From an optimization exercise on the open Yosys and OpenROAD flow, aimed at small area and a short achievable clock period; shortcuts taken in it are not production practice.
Only simulation tests tie the RTL to the original design; equivalence was not proved.

## config.mk

```make
export PLATFORM = sky130hd
export DESIGN_NAME = maf_rr_scheduler
export DESIGN_NICKNAME = maf_rr_scheduler
export VERILOG_FILES = /design/flow/design.v
export SDC_FILE = /design/flow/constraint.sdc
export NUM_CORES = 4
export LEC_CHECK = 0
export CAP_MARGIN = 20
export CORE_MARGIN = 2
export CORE_UTILIZATION = 40
export SLEW_MARGIN = 20
```

## constraint.sdc

```tcl
create_clock -name core_clock -period 17.0 [get_ports {clk}]
set_input_delay 3.4000 -clock core_clock [delete_from_list [all_inputs] [get_ports {clk}]]
set_output_delay 3.4000 -clock core_clock [all_outputs]
set_load 0.01 [all_outputs]
```

## design.v

```verilog
module maf_rr_scheduler #(
  parameter int NCH        = 4,
  parameter int N          = 15,
  parameter int DATA_WIDTH = 10
) (
  input  logic                         clk,
  input  logic                         rst,
  input  logic [NCH-1:0]               in_valid,
  input  logic [NCH*DATA_WIDTH-1:0]    in_data,
  output logic [NCH-1:0]               in_ready,
  input  logic [NCH-1:0]               clr,
  output logic                         out_valid,
  input  logic                         out_ready,
  output logic signed [DATA_WIDTH-1:0] out_data,
  output logic [$clog2(NCH)-1:0]       out_ch,
  output logic                         out_primed
);
  localparam int CHW = $clog2(NCH);
  localparam int WPW = $clog2(N);
  localparam int FW  = $clog2(N + 1);
  localparam int SW  = DATA_WIDTH + $clog2(N);
  localparam logic signed [SW:0] N_DIV = N[SW:0];
  logic [NCH-1:0][N-1:0][DATA_WIDTH-1:0] hist_q, hist_d;
  logic [NCH-1:0][SW-1:0]                sum_q,  sum_d;
  logic [NCH-1:0][WPW-1:0]               wp_q,   wp_d;
  logic [NCH-1:0][FW-1:0]                fill_q, fill_d;
  logic [CHW-1:0]               last_q, last_d;
  logic                         out_valid_q, out_valid_d;
  logic signed [DATA_WIDTH-1:0] out_data_q,  out_data_d;
  logic [CHW-1:0]               out_ch_q,    out_ch_d;
  logic                         out_primed_q, out_primed_d;
  logic [NCH-1:0]               eligible;
  logic [CHW-1:0]               grant;
  logic                         grant_found;
  logic                         accept;
  logic [CHW-1:0]               idx;
  logic signed [DATA_WIDTH-1:0] din, old;
  logic signed [SW-1:0]         din_ext, old_ext, new_sum;
  logic signed [SW:0]           sum_wide, quot;
  assign eligible = in_valid & ~clr;
  always_comb begin : arbiter
    idx         = '0;
    grant       = '0;
    grant_found = 1'b0;
    for (int k = 1; k <= NCH; k++) begin
      idx = CHW'((int'(last_q) + k) % NCH);
      if (!grant_found && eligible[idx]) begin
        grant_found = 1'b1;
        grant       = idx;
      end
    end
    accept = grant_found && (!out_valid_q || out_ready) && !rst;
    in_ready = '0;
    if (accept) in_ready[grant] = 1'b1;
  end
  always_comb begin : datapath
    din      = in_data[grant*DATA_WIDTH +: DATA_WIDTH];
    old      = hist_q[grant][wp_q[grant]];
    din_ext  = {{(SW-DATA_WIDTH){din[DATA_WIDTH-1]}}, din};
    old_ext  = {{(SW-DATA_WIDTH){old[DATA_WIDTH-1]}}, old};
    new_sum  = sum_q[grant] - old_ext + din_ext;
    sum_wide = {new_sum[SW-1], new_sum};
    quot     = sum_wide / N_DIV;
  end
  always_comb begin : next_state
    hist_d       = hist_q;
    sum_d        = sum_q;
    wp_d         = wp_q;
    fill_d       = fill_q;
    last_d       = last_q;
    out_valid_d  = out_valid_q;
    out_data_d   = out_data_q;
    out_ch_d     = out_ch_q;
    out_primed_d = out_primed_q;
    for (int i = 0; i < NCH; i++) begin
      if (clr[i]) begin
        hist_d[i] = '0;
        sum_d[i]  = '0;
        wp_d[i]   = '0;
        fill_d[i] = '0;
      end
    end
    if (accept) begin
      hist_d[grant][wp_q[grant]] = din;
      sum_d[grant]  = new_sum;
      wp_d[grant]   = (wp_q[grant] == WPW'(N - 1)) ? '0 : wp_q[grant] + 1'b1;
      fill_d[grant] = (fill_q[grant] < FW'(N)) ? fill_q[grant] + 1'b1 : fill_q[grant];
      last_d        = grant;
      out_valid_d   = 1'b1;
      out_data_d    = quot[DATA_WIDTH-1:0];
      out_ch_d      = grant;
      out_primed_d  = (fill_q[grant] >= FW'(N - 1));
    end else if (out_valid_q && out_ready) begin
      out_valid_d = 1'b0;
    end
  end
  always_ff @(posedge clk or posedge rst) begin
    if (rst) begin
      hist_q       <= '0;
      sum_q        <= '0;
      wp_q         <= '0;
      fill_q       <= '0;
      last_q       <= CHW'(NCH - 1);
      out_valid_q  <= 1'b0;
      out_data_q   <= '0;
      out_ch_q     <= '0;
      out_primed_q <= 1'b0;
    end else begin
      hist_q       <= hist_d;
      sum_q        <= sum_d;
      wp_q         <= wp_d;
      fill_q       <= fill_d;
      last_q       <= last_d;
      out_valid_q  <= out_valid_d;
      out_data_q   <= out_data_d;
      out_ch_q     <= out_ch_d;
      out_primed_q <= out_primed_d;
    end
  end
  assign out_valid  = out_valid_q;
  assign out_data   = out_data_q;
  assign out_ch     = out_ch_q;
  assign out_primed = out_primed_q;
endmodule
```

## run.sh

```bash
#!/bin/bash
# synth_recipe.tcl (not shown) runs the flow's synth.tcl, then flattens the netlist and writes it again
# the make line also repeats each setting of config.mk as NAME=value (left out here)
make -C /OpenROAD-flow-scripts/flow DESIGN_CONFIG=/design/flow/config.mk WORK_HOME=/design/flow/orfs CLKGATE_MAP_FILE= SYNTH_SCRIPT=/design/flow/synth_recipe.tcl finish
```

==> results of run 1 <==
-- per-stage QoR --
stage / worst slack (ns) / hold slack, ns
floorplan: 0.00727 / 0.444
global placement: -0.315 / 0.459
detailed placement: -0.337 / 0.469
CTS: 0.382 / 0.481
global route: 0.000961 / 0.499
finish: 0.651 / 0.478
-- worst min-delay path: stages, from the launching register on --
cell	delay, ns
dfrtp_1	0.34
nand2_1	0.04
o21ai_0	0.06
-- sequential cells by signal, summed over array words and instances (netlist names) --
signal,count
wp_q,16
out_data_q,10
fill_q,16
sum_q,56
hist_q,600
out_ch_q,2
last_q,2
out_valid_q,1
out_primed_q,1
-- routing by layer --
metal  vias to the layer above  GRT usage
li1                      20100          -
met1                     24500      0.474
met2                      3351      0.483
met3                       696      0.110
met4                         8      0.178
met5                         -          0
-- cell families (layout without fill, tap and decap cells) --
kind of cell | count (synthesis) | count (layout)
DFF | 704 | 704
and+or+nand+nor | 1475 | 1475
xor gates and xnor gates | 50 | 50
muxes | 774 | 774
adders and majority gates | 59 | 59
AOI/OAI and AO/OA | 1635 | 1635
buffers and inverters | 473 | 701
other | 0 | 6
-- area by class of cell --
type / instances / area [µm²]
tap: 1662 / 2080
clock inverter: 35 / 445
inverter: 53 / 208
fill: 11800 / 67600
clock buffer: 119 / 2450
sequential: 704 / 17600
antenna: 6 / 15.0
multi-input combinational: 3993 / 32100
timing repair buffer: 494 / 4480
-- timing repair --
item / CTS / global route
gates resized for setup: 0 / 29
buffers inserted: 0 / 9
setup endpoints to repair: 0 / 6
-- cell usage after synthesis (10+ instances only) --
master and instances:
nor4_1 13, and2_1 40, o21bai_1 11, a21oi_1 474
a31oi_1 49, a21o_1 12, a22o_1 358, buf_1 93
a22oi_1 17, nor2b_1 28, clkbuf_1 312, nand2_1 841
inv_1 51, nand2b_1 12, a311oi_1 23, a211oi_1 112
buf_2 11, nand4_1 13, nor3_1 49, a32o_1 10
o21ai_1 11, fa_1 15, mux2i_1 331, or3_1 15
dfrtp_1 702, xnor2_1 34, nand3_1 115, o21ai_0 393
o211ai_1 19, o22ai_1 13, mux2_2 14, and3_1 42
ha_1 43, mux4_2 429, o32ai_1 10, xor2_1 16
nor2_1 264
-- final timing paths --
kind | start | to
min reg2reg | hist_q[232]$_DFF_PP0_ | hist_q[232]$_DFF_PP0_
min | hist_q[232]$_DFF_PP0_ | hist_q[232]$_DFF_PP0_
max in group asynchronous | rst | hist_q[345]$_DFF_PP0_
min in group asynchronous | rst | sum_q[55]$_DFF_PP0_
max reg2reg | last_q[0]$_DFFE_PP1P_ | out_data_q[6]$_DFFE_PP0P_
max | in_valid[1] | out_data_q[6]$_DFFE_PP0P_
==> impl_metrics.yaml, run 1 <==
synthesis:
  postSynthCellCount: 5170
  ys.flop_type: "dfrtp_1"
  synth_mux_area_frac: 0.257
  syn_nets: 5279
  yosys_warnings: 1
  synth_compound_area_frac: 0.212
  synth_edf_count: 0
  synth_top_family_by_area: "multiplexers"
  synth_xor_area_frac: 0.00859
  synth-async-reset-ratio: 1.00
  avgSynthCellArea_um2: 9.87
  yosysTopAreaCell: "dfrtp_1"
  yosys.area_share.simple: 0.124
  synth_top_area_frac: 0.344
  synth_adder_area_share: 0.0167
  ys_seq_elements: 704
  synthTopCellsByArea: "dfrtp_1 34%, mux4_2 19%, mux2i_1 6.5%"
  yosysUniqueCellTypes: 109
  syn-cell-area_mm2: 0.0510
  synth-seq-area-share: 0.345
finish:
  mostFrequentLayoutCells: "837 x nand2_1, 702 x dfrtp_1, 461 x a21oi_1, 429 x mux4_2, 389 x o21ai_0"
  area_delta_synth_final_pct: 16.5
  nNetsFinal: 5441
  final_util: 0.468
  final_common_cell: "nand2_1"
  stdcell_count: 7066
  layout-drive-gt1-share: 0.212
  fin_area_mm2: 0.0594
detailed_routing:
  vias: 48700
  drt_iter0_markers: 6711
  met3_length_um: 28500
  wl_met2_um: 95700
  top_layer: "met5"
  drt-vias-per-instance: 6.89
  wl_per_cell_um: 32.4
  drc: 0
  finalWirelength_um: 229000
  ant_nets: 0
  first_pass_iters: 8
  met1_length_um: 91200
worst_setup_path:
  critPathBufInv: 11
  worst-path-stages: 56
  cp.arrival_ns: 16.92
  r2r_setup_slack_ns: 3.26
  cp-end-kind: "flip-flop"
  cp-start-kind: "input pin"
  reg2regPathDepth: 55
  critPathMaxFanout: 17
  crit_family: "compound AO/OA/AOI/OAI gates"
  max_stage_delay_ns: 0.65
  required_ns: 17.57
  cp_common_cell: "ha_1"
  cpMaxStageDelayCell: "mux4_2"
  crit_type: "in2reg"
timing:
  period_minus_slack_ns: 16.35
  finalSetupViolCount: 0
  skew_ns: 0.0280
  finalCritPeriodShare: 0.962
  maxSlewViolCount: 0
  finalHoldViolCount: 0
  tightest_slew_ns: 1.26
  slew_headroom: 0.159
  fmax_ghz: 0.0612
  fin_tns_setup_ns: 0
  rsz0062_at_grt: "no"
clock_tree:
  numCtsBuffers: 86
  cts_root_buffer: "clkbuf_16"
  cts_max_level: 3
  cts_buffer_depth: 3
  cts.hold.buffers_added: 0
  clock_sinks: 704
  clk_latency_ns: 0.71
  cts_tree: "built"
  clkTransAtPathRegs_ns: 0.06
place:
  gp_congestion: 1.03
  place_area_mm2: 0.0562
  dp_hpwl_um: 160000
  port_buffers: 68
  place_inst: 6895
floorplan:
  dieHeight_um: 361
  initial_core_util: 0.402
  die_w_um: 361
  num_rows: 131
  fp.coreArea_mm2: 0.127
  dieArea_mm2: 0.130
  ios: 69
worst_hold_path:
  whs_path_depth: 2
  hold_class: "reg2reg"
grt:
  globalRouteTotalUtil: 0.344
  grt_max_degree: 154
  grt_pass1_vias: 46100
  overflow: 0
  grt_pass1_wl_um: 332000
  antenna_found_initial: 8
job:
  max-cap-violations: 0
status:
  status: "timing/DRC/antenna clean"
==> run 2: changes to the inputs <==
==> design.v (replaced) <==
module maf_rr_scheduler (
  input  logic        clk,
  input  logic        rst,
  input  logic [3:0]  in_valid,
  input  logic [39:0] in_data,
  output logic [3:0]  in_ready,
  input  logic [3:0]  clr,
  output logic        out_valid,
  input  logic        out_ready,
  output logic [9:0]  out_data,
  output logic [1:0]  out_ch,
  output logic        out_primed
);
  logic [3:0][14:0][9:0] hist_q;
  logic [3:0][13:0]      rs_q;
  logic [3:0][3:0]       fill_q;
  logic [1:0]            last_q;
  logic        out_valid_q;
  logic [9:0]  out_data_q;
  logic [1:0]  out_ch_q;
  logic        out_primed_q;
  logic [3:0] elig, gnt;
  logic [1:0] grant;
  logic       found, accept;
  assign elig  = in_valid & ~clr;
  assign found = |elig;
  always_comb begin
    gnt = 4'b0000;
    case (last_q)
      2'd0: gnt = elig[1] ? 4'b0010 : elig[2] ? 4'b0100 : elig[3] ? 4'b1000 : elig[0] ? 4'b0001 : 4'b0000;
      2'd1: gnt = elig[2] ? 4'b0100 : elig[3] ? 4'b1000 : elig[0] ? 4'b0001 : elig[1] ? 4'b0010 : 4'b0000;
      2'd2: gnt = elig[3] ? 4'b1000 : elig[0] ? 4'b0001 : elig[1] ? 4'b0010 : elig[2] ? 4'b0100 : 4'b0000;
      default: gnt = elig[0] ? 4'b0001 : elig[1] ? 4'b0010 : elig[2] ? 4'b0100 : elig[3] ? 4'b1000 : 4'b0000;
    endcase
  end
  assign grant    = {gnt[3] | gnt[2], gnt[3] | gnt[1]};
  assign accept   = found && (!out_valid_q || out_ready) && !rst;
  assign in_ready = accept ? gnt : 4'b0000;
  logic signed [9:0]  din;
  logic signed [13:0] rs_g, x, rs_new;
  logic signed [9:0]  nxt_old;
  logic               primed;
  logic signed [9:0]  quot;
  always_comb begin
    din     = '0;
    rs_g    = '0;
    nxt_old = '0;
    primed  = 1'b0;
    for (int i = 0; i < 4; i++) begin
      if (gnt[i]) begin
        din     = in_data[10*i +: 10];
        rs_g    = rs_q[i];
        nxt_old = hist_q[i][13];
        primed  = fill_q[i][3] & fill_q[i][2] & fill_q[i][1];
      end
    end
  end
  assign x      = rs_g + {{4{din[9]}}, din};
  assign rs_new = x - (primed ? {{4{nxt_old[9]}}, nxt_old} : 14'sd0);
  assign quot   = 10'(x / 14'sd15);
  always_ff @(posedge clk) begin
    for (int i = 0; i < 4; i++)
      if (accept && gnt[i])
        hist_q[i] <= {hist_q[i][13:0], din};
  end
  always_ff @(posedge clk or posedge rst) begin
    if (rst) begin
      rs_q         <= '0;
      fill_q       <= '0;
      last_q       <= 2'd3;
      out_valid_q  <= 1'b0;
      out_data_q   <= '0;
      out_ch_q     <= '0;
      out_primed_q <= 1'b0;
    end else begin
      for (int i = 0; i < 4; i++) begin
        if (clr[i]) begin
          rs_q[i]   <= '0;
          fill_q[i] <= '0;
        end else if (accept && gnt[i]) begin
          rs_q[i]   <= rs_new;
          if (fill_q[i] != 4'd15) fill_q[i] <= fill_q[i] + 4'd1;
        end
      end
      if (accept) begin
        last_q       <= grant;
        out_valid_q  <= 1'b1;
        out_data_q   <= quot;
        out_ch_q     <= grant;
        out_primed_q <= primed;
      end else if (out_ready) begin
        out_valid_q  <= 1'b0;
      end
    end
  end
  assign out_valid  = out_valid_q;
  assign out_data   = out_data_q;
  assign out_ch     = out_ch_q;
  assign out_primed = out_primed_q;
endmodule
==> run 2 against run 1 <==
Net effect: still clean on timing, DRC and antenna; synthesized cell count fell by 70%; final cell count decreased by 64%; sequential share of layout area is 36 points higher; worst setup slack gained 1.3 ns; critical path depth decreased by 18; hold slack got worse by 0.083 ns; cell area is 51% lower; critical endpoint is now out_data_q[2]$_DFFE_PP0P_.
==> impl_metrics.yaml, run 2 <==
status:
  status: "timing/DRC/antenna clean"
timing:
  setup_ws_ns: 1.94
  fin_tns_setup_ns: 0
  fmax_ghz: 0.0664
  skew_ns: 0.0223
  period_minus_slack_ns: 15.06
  finalHoldViolCount: 0
  tightest_slew_ns: 1.11
  maxSlewViolCount: 0
  finalCritPeriodShare: 0.886
  rsz0062_at_grt: "no"
  slew_headroom: 0.253
  finalSetupViolCount: 0
finish:
  nNetsFinal: 1738
  area_delta_synth_final_pct: 15.6
  largest_registers: "hist_q: 560 flops, rs_q: 56 flops, fill_q: 16 flops"
  largest_register_ffs: 560
  fill_cells: 5264
  final_common_cell: "edfxtp_1"
  antenna_cells: 0
  layout-drive-gt1-share: 0.114
  top_register: "hist_q"
  stdcell_count: 2536
  mostFrequentLayoutCells: "560 x edfxtp_1, 102 x nand2_1, 86 x dfrtp_1, 85 x o21ai_0"
worst_setup_path:
  critPathMaxFanout: 19
  r2r_setup_slack_ns: 5.45
  startpoint: "clr[3]"
  required_ns: 17.47
  reg2reg_from: "last_q[1]$_DFFE_PP1P_"
  crit_type: "in2reg"
  cpMaxStageDelayCell: "a222oi_1"
  reg2regPathDepth: 37
  r2r_end: "out_data_q[2]$_DFFE_PP0P_"
  max_stage_delay_ns: 0.97
  cp.arrival_ns: 15.53
  cp-end-kind: "flip-flop"
  endpoint: "out_data_q[2]$_DFFE_PP0P_"
  cp-start-kind: "input pin"
floorplan:
  die_w_um: 254
  dieArea_mm2: 0.0646
  initial_core_util: 0.405
  ios: 69
  dieHeight_um: 254
  num_rows: 91
  fp.coreArea_mm2: 0.0618
place:
  dp_hpwl_um: 32000
  place_ws_ns: 1.45
  place_inst: 2419
  port_buffers: 68
  gp_congestion: 0.868
synthesis:
  avgSynthCellArea_um2: 16.1
  ys.flop_type: "edfxtp_1"
  yosysTopAreaCell: "edfxtp_1"
  yosysUniqueCellTypes: 104
  synth-async-reset-ratio: 0.136
  synth_top_area_frac: 0.672
  yosys_warnings: 1
  synthTopCellsByCount: "560 x edfxtp_1, 102 x nand2_1, 86 x dfrtp_1, 85 x o21ai_0, 67 x nor2_1"
  synth-seq-area-share: 0.760
  synth_most_common_cell: "edfxtp_1"
  synth_edf_count: 560
  synthTopCellsByArea: "edfxtp_1 67%, dfrtp_1 8.6%, nand3b_1 1.7%"
  syn_nets: 1640
  syn-cell-area_mm2: 0.0250
  postSynthCellCount: 1554
  ys_seq_elements: 648
clock_tree:
  numCtsBuffers: 67
  cts_max_level: 3
  cts_buffer_depth: 3
  postCtsSetupBuffers: 0
  cts.hold.buffers_added: 0
  post_cts_resize_count: 0
  cts_tree: "built"
  clk_latency_ns: 0.60
  clkTransAtPathRegs_ns: 0.06
  clock_sinks: 648
  cts_root_buffer: "clkbuf_16"
grt:
  grt_max_degree: 75
  antenna_found_initial: 2
  globalRouteTotalUtil: 0.155
  overflow: 0
  grt_pass1_wl_um: 76100
  grt_pass1_vias: 13300
detailed_routing:
  drt_iter0_markers: 1406
  finalWirelength_um: 49400
  ant_nets: 0
  vias: 13400
  drc: 0
  first_pass_iters: 6
  drt-vias-per-instance: 5.27
  wl_per_cell_um: 19.5
worst_hold_path:
  hold_class: "reg2reg"
job:
  max-cap-violations: 0
## run 2: changes by cell type after synthesis, moves of 308 or more
cell / delta
dfrtp_1: -616
a21oi_1: -427
mux2i_1: -325
mux4_2: -429
nand2_1: -739
o21ai_0: -308
edfxtp_1: +560
a22o_1: -357
## run 2: layer usage
| metal | vias to the layer above | track usage | routed length [µm] |
|---|---|---|---|
| li1 | 6242 | - | - |
| met1 | 6674 | 0.226 | 23500 |
| met2 | 361 | 0.228 | 21600 |
| met3 | 77 | 0.0375 | 3220 |
| met4 | 0 | 0.0497 | 1090 |
| met5 | - | 0 | 0 |
## run 2: cell families after synthesis
group / count (synthesis) / synth area share
mux: 10 / 0.00475
compound gates: 343 / 0.102
fa+ha+maj: 35 / 0.0181
buf+inv: 95 / 0.0161
flops: 648 / 0.760
simple gates: 372 / 0.0802
xor+xnor: 51 / 0.0193
## run 2: worst min-delay path by stage
stage / end / depth (start not counted) / start / slack (ns)
after detailed placement: hist_q[117]$_DFFE_PP_ / 0 / hist_q[107]$_DFFE_PP_ / 0.40
final: hist_q[214]$_DFFE_PP_ / 0 / hist_q[204]$_DFFE_PP_ / 0.40
after global routing: hist_q[214]$_DFFE_PP_ / 0 / hist_q[204]$_DFFE_PP_ / 0.40
after global placement: hist_q[409]$_DFFE_PP_ / 0 / hist_q[399]$_DFFE_PP_ / 0.40
after CTS: hist_q[214]$_DFFE_PP_ / 0 / hist_q[204]$_DFFE_PP_ / 0.40
after floorplan: hist_q[100]$_DFFE_PP_ / 0 / hist_q[90]$_DFFE_PP_ / 0.40
## run 2: area by class of cell
type / count / area (µm²) / share of cell area
tap: 837 / 1050 / 0.0362
timing repair buffer: 89 / 836 / 0.0289
clock buffer: 80 / 1780 / 0.0614
clock inverter: 36 / 464 / 0.0160
inverter: 35 / 153 / 0.00527
multi-input combinational: 811 / 5640 / 0.195
sequential: 648 / 19000 / 0.657
## run 2: worst max-delay path: cells and delay by family
| family | cells | cell delay, ns |
|---|---|---|
| AOI/OAI and AO/OA | 19 | 5.79 |
| xor gates and xnor gates | 2 | 0.61 |
| adders and majority gates | 3 | 0.93 |
| buffers and inverters | 4 | 1.44 |
| and+or+nand+nor | 10 | 3.32 |
## run 2: metrics by stage
stage               utilization  cell area [µm²]  hold slack [ns]
detailed placement        0.432            26700            0.405
global placement          0.432            26700            0.400
CTS                       0.468            28900            0.400
floorplan                     -            25000            0.400
finish                    0.468            28900            0.395
global route              0.468            28900            0.403

==> afterwards: timing with drivers on the ports <==
The flow's constraints put no driver on any port. The routed layouts listed below were extracted and timed again, unchanged, in two steps.
Step 1 assumes that a clkbuf_16 drives the clock port and a buf_2 every other input.
Step 2 adds t to the input delays and takes it off the output delays; t is the mean of the earliest and latest rising clock arrival at the registers after step 1. Input paths then give back, and output paths get back, about the clock's delay inside the block.
Slacks: ideal / step 1 / step 2; pairs: ideal / step 1.
run | shift t [ns] | slack for setup (ns) | hold WS [ns] | worst setup path at the end
run 1 | 0.770 | 0.651 / 0.697 / -0.073 | 0.478 / 0.478 / 0.478 | input to register
run 2 | 0.639 | 1.941 / 1.971 / 1.332 | 0.395 / 0.395 / 0.395 | input to register
Met with ideal ports but missed after step 2: setup timing in run 1. For run 1, which loses most, drivers alone change the setup slack by +0.046 ns; drivers and shift together by -0.724 ns.
